What follows belongs to an exercise in optimizing a design on an open flow for small area, a short achievable clock period and few clock cycles; a production flow would make more cautious choices. Only simulation tests tie the RTL to the original design; equivalence was not proved.

maple:
==> flow/design.v (excerpt) <==
module modarith_unit (
    input  logic         clk,
    input  logic         rst_n,
    input  logic         start,
    input  logic [1:0]   op,
    input  logic [127:0] a,
    input  logic [127:0] b,
    input  logic [127:0] m,
    output logic         busy,
    output logic         done,
    output logic [127:0] res_value,
    output logic         res_err
);
For scale: roughly 770 flip-flops, roughly 520 I/O pins.
==> flow/config.mk <==
export PLATFORM = sky130hd
export DESIGN_NAME = modarith_unit
export DESIGN_NICKNAME = modarith_unit
export VERILOG_FILES = /design/flow/design.v
export SDC_FILE = /design/flow/constraint.sdc
export NUM_CORES = 4
export LEC_CHECK = 0
export CAP_MARGIN = 40
export CORE_MARGIN = 2
export CORE_UTILIZATION = 75
export CTS_BUF_LIST = sky130_fd_sc_hd__clkbuf_8
export SLEW_MARGIN = 40
==> flow/constraint.sdc <==
create_clock -name core_clock -period 10.5 [get_ports {clk}]
set_input_delay 2.1000 -clock core_clock [delete_from_list [all_inputs] [get_ports {clk}]]
set_output_delay 2.1000 -clock core_clock [all_outputs]
set_load 0.01 [all_outputs]
standard.sh (not shown) runs the stock make flow with config.mk's settings and CLKGATE_MAP_FILE= SYNTH_SCRIPT=/design/flow/synth_recipe.tcl, a recipe that flattens the netlist after the stock synthesis.
==> flow/flow/run.sh <==
#!/bin/bash
# The standard layout (the standard.sh: standard synthesis, floorplan,
# placement, CTS, routing, finish) with two changes to how it is made:
#  - a larger setup slack margin for ORFS's timing repair, so the repair keeps
#    working on the critical paths after the design's 10.5 ns clock is met;
#  - every port still gets its own buffer, but a plain sky130 buf_1 instead
#    of the delay cell buffer_ports picks by default (the resizer upsizes it
#    where a port needs more drive).
# The constraints and every other setting are the standard flow's own.
set -euo pipefail
bash standard.sh SETUP_SLACK_MARGIN=5.5 \
    'BUFFER_PORTS_ARGS=-buffer_cell sky130_fd_sc_hd__buf_1' \
    finish > standard_sh.log 2>&1
Testbench counts of maple, summed over its fixed seeds: cycles 18,780.
## Diff of input files: xenon against maple
diff --git a/flow/flow/run.sh b/flow/flow/run.sh
--- a/flow/flow/run.sh
+++ b/flow/flow/run.sh
@@ -11 +11 @@
-bash standard.sh SETUP_SLACK_MARGIN=5.5 \
+bash standard.sh SETUP_SLACK_MARGIN=6.5 \
diff --git a/flow/config.mk b/flow/config.mk
--- a/flow/config.mk
+++ b/flow/config.mk
@@ -10,2 +10 @@
-export CORE_UTILIZATION = 75
-export CTS_BUF_LIST = sky130_fd_sc_hd__clkbuf_8
+export CORE_UTILIZATION = 55
Notes after the runs:
- Against maple, total routed wirelength in xenon came out worse.
- Diff maple -> xenon: final cell area excluding filler cells went up 11%, met3 usage in global routing went down 7.1 points, pin count of the biggest net entering global routing went up about 11%.
- Setup slack in xenon is larger than in maple.
- [compare] base=maple new=xenon: area of the core region climbed 37%, area added between synthesis and finish picked up an extra 12 points.
The following lists how willow was set up differently from xenon:
diff --git a/flow/flow/run.sh b/flow/flow/run.sh
--- a/flow/flow/run.sh
+++ b/flow/flow/run.sh
@@ -11 +11 @@
-bash standard.sh SETUP_SLACK_MARGIN=6.5 \
+bash standard.sh SETUP_SLACK_MARGIN=6 \
diff --git a/flow/config.mk b/flow/config.mk
--- a/flow/config.mk
+++ b/flow/config.mk
@@ -10 +10,2 @@
-export CORE_UTILIZATION = 55
+export CORE_UTILIZATION = 65
+export CTS_BUF_LIST = sky130_fd_sc_hd__clkbuf_8
==> run summary <==
Looking at the reports, willow completed the entire flow and the layout it produced met the timing, DRC and antenna checks.
xenon closes out successfully: all stages finished, all timing, DRC and antenna checks passed.
Row buffers inserted during post-CTS setup optimization: willow lower / xenon higher
Between xenon and willow, total via count after detailed routing is lower for willow, xenon comes in above that.
Area growth from synthesis to layout for willow: 9.5 points down relative to xenon
xenon -> willow: share of the yosys chip area belonging to registers delta 0, exact match
As of willow, number of cells after detailed placement had fallen by a few percent compared to xenon.
[diff] final hold slack, willow relative to xenon: regression
willow ends up with a share of the cycle needed by the critical path after routing that is 2.1 points higher than in xenon.
Compared to xenon, willow has shortest clock period the worst path allows after layout 0.22 ns higher.
Per the comparison of willow with xenon, worst endpoint data arrival time went up 0.32 ns; maximum frequency went down 11 MHz; placed wire-length estimate went down 4.3%.
Edits applied to the flow inputs when going from willow to quartz:
diff --git a/flow/flow/run.sh b/flow/flow/run.sh
--- a/flow/flow/run.sh
+++ b/flow/flow/run.sh
@@ -11 +11 @@
-bash standard.sh SETUP_SLACK_MARGIN=6 \
+bash standard.sh SETUP_SLACK_MARGIN=6.5 \
diff --git a/flow/config.mk b/flow/config.mk
--- a/flow/config.mk
+++ b/flow/config.mk
@@ -10 +10 @@
-export CORE_UTILIZATION = 65
+export CORE_UTILIZATION = 70
@@ -11,0 +12 @@
+export GPL_TIMING_DRIVEN = 1
## What came out
Completing all stages was not enough for quartz: its layout failed the final checks because of capacitance limit, slew limit. Diff willow -> quartz | final cell count | up slightly. quartz against willow; met1 layer wirelength in the final routing is down by a few percent. Looking at count of max-cap constraint violations, quartz sits 1 above willow.
The inputs of indigo differ from those of quartz as listed below.
diff --git a/flow/flow/run.sh b/flow/flow/run.sh
--- a/flow/flow/run.sh
+++ b/flow/flow/run.sh
@@ -11 +11 @@
-bash standard.sh SETUP_SLACK_MARGIN=6.5 \
+bash standard.sh SETUP_SLACK_MARGIN=6 \
diff --git a/flow/config.mk b/flow/config.mk
--- a/flow/config.mk
+++ b/flow/config.mk
@@ -8 +8 @@
-export CAP_MARGIN = 40
+export CAP_MARGIN = 10
@@ -10 +10 @@
-export CORE_UTILIZATION = 70
+export CORE_UTILIZATION = 65
@@ -12,2 +12 @@
-export GPL_TIMING_DRIVEN = 1
-export SLEW_MARGIN = 40
+export SLEW_MARGIN = 10
==> comparison <==
- indigo | status: complete | timing, DRC, antenna: pass
- Re post-synthesis sequential element count: no difference whatsoever between quartz and indigo.
- Final core area utilization came out lower on indigo than on quartz.
- Changes observed in indigo relative to quartz: floorplan die width picked up an extra about 3.7%, cell area shows a reduction of about 7%.
- quartz has higher initial antenna violation count than indigo.
- indigo gives less wire length reported by the detailed router than quartz did.

## v14
Another version of the RTL of modarith_unit (not shown whole).
For scale: about 6400 cells after synthesis, roughly 740 flip-flops.
export LEC_CHECK = 0
export CAP_MARGIN = 40
export CORE_MARGIN = 2
export CORE_UTILIZATION = 65
export CTS_BUF_LIST = sky130_fd_sc_hd__clkbuf_8
export SLEW_MARGIN = 40
create_clock -name core_clock -period 10.5 [get_ports {clk}]
==> flow/flow/run.sh <==
#!/bin/bash
# The standard layout (the standard.sh: standard synthesis, floorplan,
# placement, CTS, routing, finish) with two changes to how it is made:
#  - a larger setup slack margin for ORFS's timing repair, so the repair keeps
#    working on the critical paths after the design's 10.5 ns clock is met;
#  - every port still gets its own buffer, but a plain sky130 buf_1 instead
#    of the delay cell buffer_ports picks by default (the resizer upsizes it
#    where a port needs more drive).
# The constraints and every other setting are the standard flow's own.
set -euo pipefail
bash standard.sh SETUP_SLACK_MARGIN=6 \
    'BUFFER_PORTS_ARGS=-buffer_cell sky130_fd_sc_hd__buf_1' \
    finish > standard_sh.log 2>&1
v14 completed; timing, DRC and antenna clean
Testbench counts of v14, summed over its fixed seeds: cycles 18,776.
For v51, these inputs were changed with respect to v14:
Settings: swapping 65 for 55 in CORE_UTILIZATION; clearing CTS_BUF_LIST, which used to be sky130_fd_sc_hd__clkbuf_8.
-- flow/flow/run.sh --
<<< v14, line 11
bash standard.sh SETUP_SLACK_MARGIN=6 \
>>> v51, line 11
bash standard.sh SETUP_SLACK_MARGIN=6.5 \
Notes after the runs:
Diff v14 -> v51 | minimum setup slack in the final design | increase of 0.23 ns
The area of the core region in v51 is 1.19 times that in v14.
Instance area after placement, v51 and v14: higher on v51
Compared with v14, v51 shows a higher placed instance count.
Measured against each other, v51 and v14 differ in number of gates resized after cts, the higher figure coming from v51.
Slew at the pin with the worst max-slew slack is lower on v14
v51 against v14: remaining global-route overflow neither gained nor lost much; cell depth of the worst setup path went up; sequential share of layout area now smaller.
What v47 does differently from v51 at the input level:
Settings: CTS_BUF_LIST newly set to sky130_fd_sc_hd__clkbuf_8; SLEW_MARGIN changed from 40 to 20; CORE_UTILIZATION changed from 55 to 65; CAP_MARGIN changed from 40 to 20.
-- flow/flow/run.sh --
<<< v51, line 11
bash standard.sh SETUP_SLACK_MARGIN=6.5 \
>>> v47, line 11
bash standard.sh SETUP_SLACK_MARGIN=6 \
Findings:
v47 improves on v51 in worst-case hold slack. met2 routing resource usage after global routing was lower in v51 than in v47. v47 vs. v51: first-pass iteration count of the detailed router now larger, utilization went up, sequential share of layout area has increased, upper clock frequency limit down about 4.6%, setup slack after layout shows a reduction of 0.22 ns. Of v51 and v47, the run reporting the higher final critical-path required period was v47. | antenna cell count | v47 vs v51 | 1 lower |. v51 vs v47, slowest cell on the critical path: sky130_fd_sc_hd__fa_2 vs sky130_fd_sc_hd__fa_1.
diff inputs: v47 => v32
Settings: a change of SLEW_MARGIN from 20 to 40; a deleted CTS_BUF_LIST that had been sky130_fd_sc_hd__clkbuf_8; a change of CAP_MARGIN from 20 to 40; a change of CORE_UTILIZATION from 65 to 55.
==> flow/flow/run.sh <==
#!/bin/bash
# The standard layout (the standard.sh: standard synthesis, floorplan,
# placement, CTS, routing, finish) with a larger setup slack margin for
# ORFS's timing repair, so the repair keeps working on the critical paths
# after the design's 10.5 ns clock is met.  The constraints are the standard flow's own.
set -euo pipefail
bash standard.sh SETUP_SLACK_MARGIN=6.5 finish > standard_sh.log 2>&1
==> run summary <==
Going from v47 to v32, area occupied by registers has remained practically unchanged; buffering overhead has increased; number of cells upsized or downsized after cts has increased.
v32 | stages: all done | timing, DRC, antenna: all pass
v32 gives more count of standard-cell rows than v47 did.
Diff v47 -> v32 | final RePlAce weighted congestion | up by a few percent
Diff v32 and v47: total buffers and inverters traversed by the critical path higher in v47
v32 against v47: setup slack rose by 0.25 ns, maximum frequency rose by about 5.6%, shortest clock period the worst path allows after layout fell by 0.25 ns.

[port drivers added, routing unchanged]
No port has a modelled driver above. Below, the same layouts with a new extraction and two added sets of constraints. Step 1: set_driving_cell puts a clkbuf_16 on clk and a buf_2 on each other input, an assumption about the parent block. Step 2 adds t to the input delays and takes it off the output delays; t is the mean of the earliest and latest rising clock arrival at the registers after step 1. Input paths then give back, and output paths get back, about the clock's delay inside the block. a / b / c = no drivers / after step 1 / after step 2; a / b = the first two.
| run | t, ns | slack for setup (ns) | latest minus earliest clock arrival (ns) | worst data-port slew with drivers (ns) |
|---|---|---|---|---|
| maple | 0.933 | 5.642 / 5.642 / 4.752 | 0.040 / 0.041 | 0.22 |
| xenon | 0.782 | 6.195 / 6.195 / 5.668 | 0.037 / 0.037 | 0.19 |
| willow | 0.925 | 5.971 / 5.971 / 5.168 | 0.040 / 0.040 | 0.17 |
| quartz | 0.950 | 5.698 / 5.698 / 5.558 | 0.046 / 0.046 | 0.31 |
| indigo | 0.934 | 5.923 / 5.923 / 5.175 | 0.036 / 0.036 | 0.17 |
| v14 | 0.920 | 5.792 / 5.792 / 5.292 | 0.037 / 0.037 | 0.18 |
| v51 | 0.758 | 6.019 / 6.019 / 5.894 | 0.025 / 0.025 | 0.17 |
| v47 | 0.928 | 5.804 / 5.804 / 5.281 | 0.035 / 0.034 | 0.16 |
| v32 | 0.777 | 6.054 / 6.054 / 5.794 | 0.028 / 0.028 | 0.19 |
For maple, which loses most, drivers alone change the setup slack by 0.000 ns; drivers and shift together by -0.890 ns.
